Source: an optimization exercise on an open RTL-to-GDS flow (aim: small area). Production flows keep margins and buffers that such runs may drop. The RTL was checked by simulation tests, not by an equivalence proof against the original design.

[flow/constraint.sdc]
create_clock -name core_clock -period 10.0 [get_ports {clk160}]
set_input_delay 2.0000 -clock core_clock [delete_from_list [all_inputs] [get_ports {clk160}]]
set_output_delay 2.0000 -clock core_clock [all_outputs]
set_load 0.01 [all_outputs]
[flow/config.mk]
export PLATFORM = sky130hd
export DESIGN_NAME = aurora_lite_top
export DESIGN_NICKNAME = aurora_lite_top
export VERILOG_FILES = /design/flow/design.v
export SDC_FILE = /design/flow/constraint.sdc
export NUM_CORES = 4
export LEC_CHECK = 0
export CAP_MARGIN = 20
export CORE_MARGIN = 2
export CORE_UTILIZATION = 40
export SLEW_MARGIN = 20
[flow/run.sh]
#!/bin/bash
# synth_recipe.tcl (not shown) runs the flow's synth.tcl, then flattens the netlist and writes it again
# the make line also repeats each setting of config.mk as NAME=value (left out here)
make -C /OpenROAD-flow-scripts/flow DESIGN_CONFIG=/design/flow/config.mk WORK_HOME=/design/flow/orfs CLKGATE_MAP_FILE= SYNTH_SCRIPT=/design/flow/synth_recipe.tcl finish
[flow/design.v]
package aurora_lite_pkg;
    localparam logic [1:0] hdr_data = 2'b01;
    localparam logic [1:0] hdr_ctrl = 2'b10;
    localparam int scr_state_w = 58;
    function automatic logic [scr_state_w+64-1:0] scramble_step(
        input logic [64-1:0] din,
        input logic [scr_state_w-1:0]   state_in
    );
        logic [scr_state_w-1:0]   s;
        logic [64-1:0] dout;
        s = state_in;
        for (int i = 64 - 1; i >= 0; i--) begin
            dout[i] = din[i] ^ s[38] ^ s[57];
            s = {s[scr_state_w-2:0], dout[i]};
        end
        scramble_step = {s, dout};
    endfunction
    function automatic logic [scr_state_w+64-1:0] descramble_step(
        input logic [64-1:0] din,
        input logic [scr_state_w-1:0]   state_in
    );
        logic [scr_state_w-1:0]   s;
        logic [64-1:0] dout;
        s = state_in;
        for (int i = 64 - 1; i >= 0; i--) begin
            dout[i] = din[i] ^ s[38] ^ s[57];
            s = {s[scr_state_w-2:0], din[i]};
        end
        descramble_step = {s, dout};
    endfunction
endpackage
`timescale 1ns/1ps
module tx_encoder (
    input  logic                     clk160,
    input  logic                     rst,
    input  logic [1:0]               pattern_sel,
    input  logic [64-1:0] user_word,
    input  logic                     block_next,
    output logic [66-1:0]   block
);
    logic [64-1:0] count;
    logic [64-1:0] payload;
    logic [1:0]               header;
    logic [64-1:0] scr_word;
    logic [aurora_lite_pkg::scr_state_w-1:0] scr_state_nx;
    always_comb begin
        case (pattern_sel)
            2'd1: begin
                payload = count;
                header  = aurora_lite_pkg::hdr_data;
            end
            2'd2: begin
                payload = user_word;
                header  = aurora_lite_pkg::hdr_data;
            end
            default: begin
                payload = 64'hB0B5_C0CA_C01A_CAFE;
                header  = aurora_lite_pkg::hdr_ctrl;
            end
        endcase
    end
    assign {scr_state_nx, scr_word} = aurora_lite_pkg::scramble_step(payload, block[aurora_lite_pkg::scr_state_w-1:0]);
    always_ff @(posedge clk160) begin
        if (rst) begin
            count <= '0;
        end else if (block_next && pattern_sel == 2'd1) begin
            count <= count + 64'(1);
        end
    end
    always_ff @(posedge clk160) begin
        if (block_next) begin
            block[66-1:aurora_lite_pkg::scr_state_w] <= {header, scr_word[64-1:aurora_lite_pkg::scr_state_w]};
        end
    end
    always_ff @(posedge clk160) begin
        if (rst) begin
            block[aurora_lite_pkg::scr_state_w-1:0] <= '1;
        end else if (block_next) begin
            block[aurora_lite_pkg::scr_state_w-1:0] <= scr_word[aurora_lite_pkg::scr_state_w-1:0];
        end
    end
endmodule
`timescale 1ns/1ps
module tx_gearbox (
    input  logic                   clk160,
    input  logic                   rst,
    input  logic [66-1:0] block,
    output logic                   block_next,
    output logic [32-1:0]  tx_data
);
    logic [3:0]  j;
    logic        odd;
    logic        last;
    logic        clear;
    logic [29:0] tail;
    logic [95:0] cat;
    logic [63:0] win_a;
    logic [63:0] win_b;
    logic [31:0] win;
    assign block_next = (odd && j != 4'd0) || last;
    always_ff @(posedge clk160) begin
        tail <= block[29:0];
    end
    assign cat   = {tail, block};
    assign win_a = odd ? cat[63:0] : cat[95:32];
    always_comb begin
        win_b = win_a << {j, 1'b0};
        win   = win_b[63:32];
        if (last) win = block[31:0];
    end
    always_ff @(posedge clk160) begin
        if (rst) begin
            j     <= 4'd0;
            odd   <= 1'b1;
            last  <= 1'b0;
            clear <= 1'b1;
        end else begin
            if (last) begin
                j     <= 4'd15;
                odd   <= 1'b0;
                last  <= 1'b0;
                clear <= 1'b0;
            end else if (!odd) begin
                odd <= 1'b1;
            end else if (j == 4'd0) begin
                last <= 1'b1;
            end else begin
                j   <= j - 4'd1;
                odd <= 1'b0;
            end
        end
    end
    always_ff @(posedge clk160) begin
        if (rst || clear) begin
            tx_data <= '0;
        end else begin
            tx_data <= win;
        end
    end
endmodule
`timescale 1ns/1ps
module rx_gearbox (
    input  logic                  clk160,
    input  logic                  rst,
    input  logic [32-1:0] rx_data,
    input  logic                  slip,
    output logic [66-1:0] block,
    output logic                  block_valid
);
    localparam int hist_w = 66 - 1;
    logic [hist_w-1:0]               hist;
    logic [hist_w+32-1:0]    line;
    logic [6:0]                      cnt_q;
    logic [6:0]                      avail;
    logic [6:0]                      rest;
    logic [4:0]                      off;
    logic                            full;
    assign line  = {hist, rx_data};
    assign avail = cnt_q + 7'(32) - {6'd0, slip};
    assign rest  = avail - 7'(66);
    assign full  = !rest[6];
    assign off   = rest[4:0];
    always_ff @(posedge clk160) begin
        hist <= line[hist_w-1:0];
    end
    always_ff @(posedge clk160) begin
        if (rst) begin
            cnt_q       <= '0;
            block_valid <= 1'b0;
        end else begin
            block_valid <= full;
            cnt_q       <= full ? rest : avail;
        end
    end
    always_ff @(posedge clk160) begin
        if (full) begin
            block <= 66'(line >> off);
        end
    end
endmodule
`timescale 1ns/1ps
module block_sync (
    input  logic clk160,
    input  logic rst,
    input  logic [66-1:0] block,
    input  logic block_valid,
    output logic slip,
    output logic locked
);
    localparam int sh_w   = $clog2(64);
    localparam int inv_w  = $clog2(16 + 1);
    logic [sh_w-1:0]   sh_cnt;
    logic [inv_w-1:0]  inv_cnt;
    logic [1:0]        header;
    logic              hdr_ok;
    logic              window_end;
    logic              inv_limit;
    assign header     = block[66-1 -: 2];
    assign hdr_ok     = header[1] ^ header[0];
    assign window_end = (sh_cnt == sh_w'(64 - 1));
    assign inv_limit  = (inv_cnt == inv_w'(16 - 1));
    always_ff @(posedge clk160) begin
        if (rst) begin
            locked  <= 1'b0;
            slip    <= 1'b0;
            sh_cnt  <= '0;
            inv_cnt <= '0;
        end else begin
            slip <= 1'b0;
            if (block_valid) begin
                if (!locked) begin
                    if (inv_cnt != '0) begin
                        inv_cnt <= inv_cnt - 1'b1;
                    end else if (!hdr_ok) begin
                        slip    <= 1'b1;
                        sh_cnt  <= '0;
                        inv_cnt <= inv_w'(8);
                    end else if (window_end) begin
                        locked <= 1'b1;
                        sh_cnt <= '0;
                    end else begin
                        sh_cnt <= sh_cnt + 1'b1;
                    end
                end else begin
                    if (!hdr_ok && inv_limit) begin
                        locked  <= 1'b0;
                        slip    <= 1'b1;
                        sh_cnt  <= '0;
                        inv_cnt <= inv_w'(8);
                    end else if (window_end) begin
                        sh_cnt  <= '0;
                        inv_cnt <= '0;
                    end else begin
                        sh_cnt <= sh_cnt + 1'b1;
                        if (!hdr_ok) begin
                            inv_cnt <= inv_cnt + 1'b1;
                        end
                    end
                end
            end
        end
    end
endmodule
`timescale 1ns/1ps
module rx_checker (
    input  logic                     clk160,
    input  logic                     rst,
    input  logic [66-1:0]   block,
    input  logic                     block_valid,
    input  logic                     locked,
    output logic [64-1:0] rx_word,
    output logic                     rx_word_valid,
    output logic [32-1:0] ber_cnt
);
    logic [aurora_lite_pkg::scr_state_w-1:0]   dsc_state;
    logic [aurora_lite_pkg::scr_state_w-1:0]   dsc_state_nx;
    logic [64-1:0] dsc_word;
    logic [32-1:0] err_bits;
    logic [1:0]               header;
    logic                     primed;
    logic                     take;
    logic                     took;
    assign header = block[66-1 -: 2];
    assign take   = block_valid && locked;
    assign {dsc_state_nx, dsc_word} = aurora_lite_pkg::descramble_step(block[64-1:0], dsc_state);
    assign rx_word = dsc_word;
    assign err_bits = 32'($countones(dsc_word ^ 64'hB0B5_C0CA_C01A_CAFE));
    always_ff @(posedge clk160) begin
        took <= take;
        if (took) begin
            dsc_state <= block[aurora_lite_pkg::scr_state_w-1:0];
        end
    end
    always_ff @(posedge clk160) begin
        if (rst) begin
            primed        <= 1'b0;
            rx_word_valid <= 1'b0;
            ber_cnt       <= '0;
        end else begin
            rx_word_valid <= 1'b0;
            if (!locked) begin
                primed <= 1'b0;
            end else if (block_valid) begin
                primed <= 1'b1;
                if (primed && header == aurora_lite_pkg::hdr_data) begin
                    rx_word_valid <= 1'b1;
                end
                if (primed && header == aurora_lite_pkg::hdr_ctrl) begin
                    ber_cnt <= ber_cnt + err_bits;
                end
            end
        end
    end
endmodule
`timescale 1ns/1ps
module aurora_lite_top (
    input  logic                     clk160,
    input  logic                     rst,
    input  logic [1:0]               pattern_sel,
    input  logic [64-1:0] user_word,
    output logic [32-1:0]    tx_data,
    input  logic [32-1:0]    rx_data,
    output logic                     rx_locked,
    output logic [64-1:0] rx_word,
    output logic                     rx_word_valid,
    output logic [32-1:0] ber_cnt
);
    logic [66-1:0] tx_block;
    logic                   tx_block_next;
    logic [66-1:0] rx_block;
    logic                   rx_block_valid;
    logic                   rx_slip;
    tx_encoder u_tx_encoder (
        .clk160      (clk160),
        .rst         (rst),
        .pattern_sel (pattern_sel),
        .user_word   (user_word),
        .block_next  (tx_block_next),
        .block       (tx_block)
    );
    tx_gearbox u_tx_gearbox (
        .clk160     (clk160),
        .rst        (rst),
        .block      (tx_block),
        .block_next (tx_block_next),
        .tx_data    (tx_data)
    );
    rx_gearbox u_rx_gearbox (
        .clk160  (clk160),
        .rst     (rst),
        .rx_data (rx_data),
        .slip        (rx_slip),
        .block       (rx_block),
        .block_valid (rx_block_valid)
    );
    block_sync u_block_sync (
        .clk160 (clk160),
        .rst    (rst),
        .block       (rx_block),
        .block_valid (rx_block_valid),
        .slip        (rx_slip),
        .locked      (rx_locked)
    );
    rx_checker u_rx_checker (
        .clk160        (clk160),
        .rst           (rst),
        .block         (rx_block),
        .block_valid   (rx_block_valid),
        .locked        (rx_locked),
        .rx_word       (rx_word),
        .rx_word_valid (rx_word_valid),
        .ber_cnt       (ber_cnt)
    );
endmodule
==> metrics.csv <==
metric,value,unit
drt-total-wl,89900,um
crit_path_top_delay_cell,fa_1,
final_cell_mix,"nand2_1 (380), dfxtp_1 (306), xnor2_1 (230)",
post-route-drc-count,0,
final.setup_skew,0.0258,ns
yosysSeqAreaShare,36.7,%
path_cells,xnor2_1 -> xor2_1 -> ha_1 -> inv_1 -> fa_1 -> fa_1 -> fa_1 -> fa_1 -> inv_1 -> fa_1 -> inv_1 -> fa_1 -> fa_1 -> fa_1 -> inv_1 -> ha_1 -> fa_1 -> a211oi_1 -> o21bai_1 -> a211o_1 -> nand4_1 -> xor2_1 -> nor2_1,
cts_tree,done,
cts_setup_buffers,0,
period_minus_slack,7.92,ns
die-area,0.0718,mm2
diodes,0,
fmax,126,MHz
placed_area,0.0309,mm2
postSynth.asyncResetShare,0,%
dr.pass1.iters,5,
critPathKind,register to register,
gp_congestion,0.934,
cts-root-buf,clkbuf_16,
start_util,40.5,%
grt_max_degree,88,
worst_pin_slew,1.06,ns
fp.dieH,268,um
cts.sinks,444,
cp.required,10.45,ns
crit_path_start_kind,register,
status,"complete, no violations",
syn2layout_area_growth,17.0,%
synth_fp_nets,2983,
drv_slew,0,
grt_use_total,24.7,%
synth_top_area_share,22.4,%
cp_max_fo,9,
syn_area_per_cell,10.0,um2
netlist_area,0.0279,mm2
fp.coreArea,0.0688,mm2
drt_iter0_drc,2369,
whs,0.407,ns
avgViaCountPerCell,5.73,
fin_util,47.3,%
clockBufferDepth,3,
antenna_found_initial,2,
endpoint_kind,register,
fill_cells,6320,
setup-violations-final,0,
synth_ff_type,dfxtp_1,
max_cap_viol_count,0,
layout.cells.non_filler,3869,
portBuffers,229,
cts_buffers,51,
totalNegativeSetupSlack,0,ns
hold_buffers,0,
layout.nets,3110,
grt_pass1_wl,134000,um
yosysTopAreaCell,dfxtp_1,
synth_seq_cells,444,
synthCells,2772,
relSlewSlack,29.4,%
drive_gt1_share,12.2,%
layout_commonest_cell,nand2_1,
synthTopCellsByArea,"dfxtp_1 (22%), edfxtp_1 (14%), mux4_2 (12%)",
cp_common_cell,fa_1,
ys_types,64,
max_stage_delay,0.61,ns
placedCellCount,3776,
overflow,0,
die_x,268,um
ctsResizeCount,0,
rsz0062_at_grt,false,
fin_area,0.0326,mm2
final_hold_viol_count,0,
rrSetupSlack,2.08,ns
pre_cts_ws,2.13,ns
wl_per_cell,23.2,um
vias,22167,
arrival,8.36,ns
fp-row-count,96,
path_clk_slew,0.06,ns
clk_latency,0.62,ns
setup_ws,2.08,ns
hold_path_class,register to register,
io-pin-count,230,
dpl.hpwl,68100,um
finalCritPeriodShare,79.2,%
grt_pass1_vias,21355,
htree_num_levels,2,
synth_edf_count,132,
ant_nets,0,
ys_warn_count,5,
-- critical path: cells and delay by family, from the launching register on --
family	cells	cell delay (ns)
AO/OA/AOI/OAI	3	1.11
XOR/XNOR	3	0.62
adder cells (fa/ha/maj)	11	5.13
buffers and inverters	4	0.23
flip-flops	1	0.45
AND/OR/NAND/NOR	2	0.21
-- final cells by class --
cell class | instances | area (um2) | share of cell area [%]
Clock inverter | 26 | 246 | 0.756
Tap cell | 931 | 1160 | 3.57
Timing Repair Buffer | 255 | 2500 | 7.69
Inverter | 134 | 503 | 1.54
Clock buffer | 66 | 1420 | 4.37
Multi-Input combinational cell | 2013 | 16500 | 50.7
Sequential cell | 444 | 10200 | 31.4
-- Yosys cell counts (4+ instances only) --
master / count
a21oi_1: 87
a311o_1: 6
clkbuf_1: 132
nor4_1: 16
a311oi_1: 12
dfxtp_1: 312
nor3_1: 42
nor2_1: 199
nand3_1: 60
o21a_1: 6
mux2i_1: 154
buf_2: 13
a22oi_1: 35
fa_1: 56
edfxtp_1: 132
a221oi_1: 31
nand2_1: 380
a211oi_1: 25
buf_1: 35
o211ai_1: 57
xnor2_1: 234
or4_1: 9
xor2_1: 82
o21ai_0: 90
and4_1: 9
mux2_2: 53
a31o_2: 8
nor3b_1: 4
and3_1: 22
a21o_1: 8
nand3b_1: 6
a31oi_1: 6
nand4_1: 26
nor2b_1: 7
mux4_2: 150
or3_1: 26
and2_1: 10
inv_1: 131
ha_1: 55
or2_2: 10
-- worst paths after layout --
kind                               startpoint  cells after the start                                    end
max          u_rx_gearbox.block[63]$_DFFE_PP_                     23  u_rx_checker.ber_cnt[28]$_SDFFE_PP0P_
min             u_rx_gearbox.hist[28]$_DFF_P_                      0          u_rx_gearbox.hist[60]$_DFF_P_
max reg2reg  u_rx_gearbox.block[63]$_DFFE_PP_                     23  u_rx_checker.ber_cnt[28]$_SDFFE_PP0P_
min reg2reg     u_rx_gearbox.hist[28]$_DFF_P_                      0          u_rx_gearbox.hist[60]$_DFF_P_
-- per-layer routing --
| layer | vias up | GRT usage [%] | wire [um] |
|---|---|---|---|
| met2 | 911 | 39.0 | 41300 |
| met3 | 167 | 4.76 | 7240 |
| li1 | 10163 | - | - |
| met4 | 4 | 7.93 | 2910 |
| met5 | - | 0 | 29 |
| met1 | 10922 | 34.0 | 38400 |
-- kinds of logic after synthesis --
kind of cell	Yosys count	share of synthesized area [%]
muxes	357	19.8
adders and majority gates	111	6.50
buffers and inverters	315	4.33
and+or+nand+nor	840	13.6
xor gates and xnor gates	316	9.94
AOI/OAI and AO/OA	389	9.19
DFF	444	36.7
-- registers in the layout, summed over array words and instances, names as in the netlist --
name,cells
u_block_sync.sh_cnt,6
u_rx_gearbox.block_valid,1
u_tx_gearbox.tail,30
u_rx_gearbox.block,66
u_block_sync.locked,1
u_rx_checker.ber_cnt,32
u_tx_gearbox.last,1
u_tx_encoder.count,64
u_tx_gearbox.odd,1
u_rx_gearbox.cnt_q,7
u_tx_gearbox.j,4
u_rx_checker.took,1
u_rx_checker.dsc_state,58
u_tx_gearbox.tx_data,32
u_tx_gearbox.clear,1
u_block_sync.slip,1
u_rx_checker.rx_word_valid,1
u_rx_checker.primed,1
u_tx_encoder.block,66
u_block_sync.inv_cnt,5
u_rx_gearbox.hist,65

[separate check: timing with driven ports]
In the flow no input, the clock included, has a driving cell. The finished layout below was timed again as built, in two steps. Step 1 (the two cells are an assumption about what drives the block):
set clk [get_ports {clk160}]
set_driving_cell -lib_cell sky130_fd_sc_hd__clkbuf_16 $clk
set_driving_cell -lib_cell sky130_fd_sc_hd__buf_2 [delete_from_list [all_inputs] $clk]
Step 2 adds t to the input delays and takes it off the output delays; t is the mean of the earliest and latest rising clock arrival at the registers after step 1. Input paths then give back, and output paths get back, about the clock's delay inside the block. a / b / c = ideal ports / drivers / drivers and shift; a / b = the first two.
t (ns): 0.660
setup WS [ns]: 2.084 / 2.084 / 2.084
worst register clock-pin slew, ns: 0.07 / 0.07
After both steps setup and hold are still met in this run. For this run, drivers alone change the setup slack by 0.000 ns; drivers and shift together by 0.000 ns.
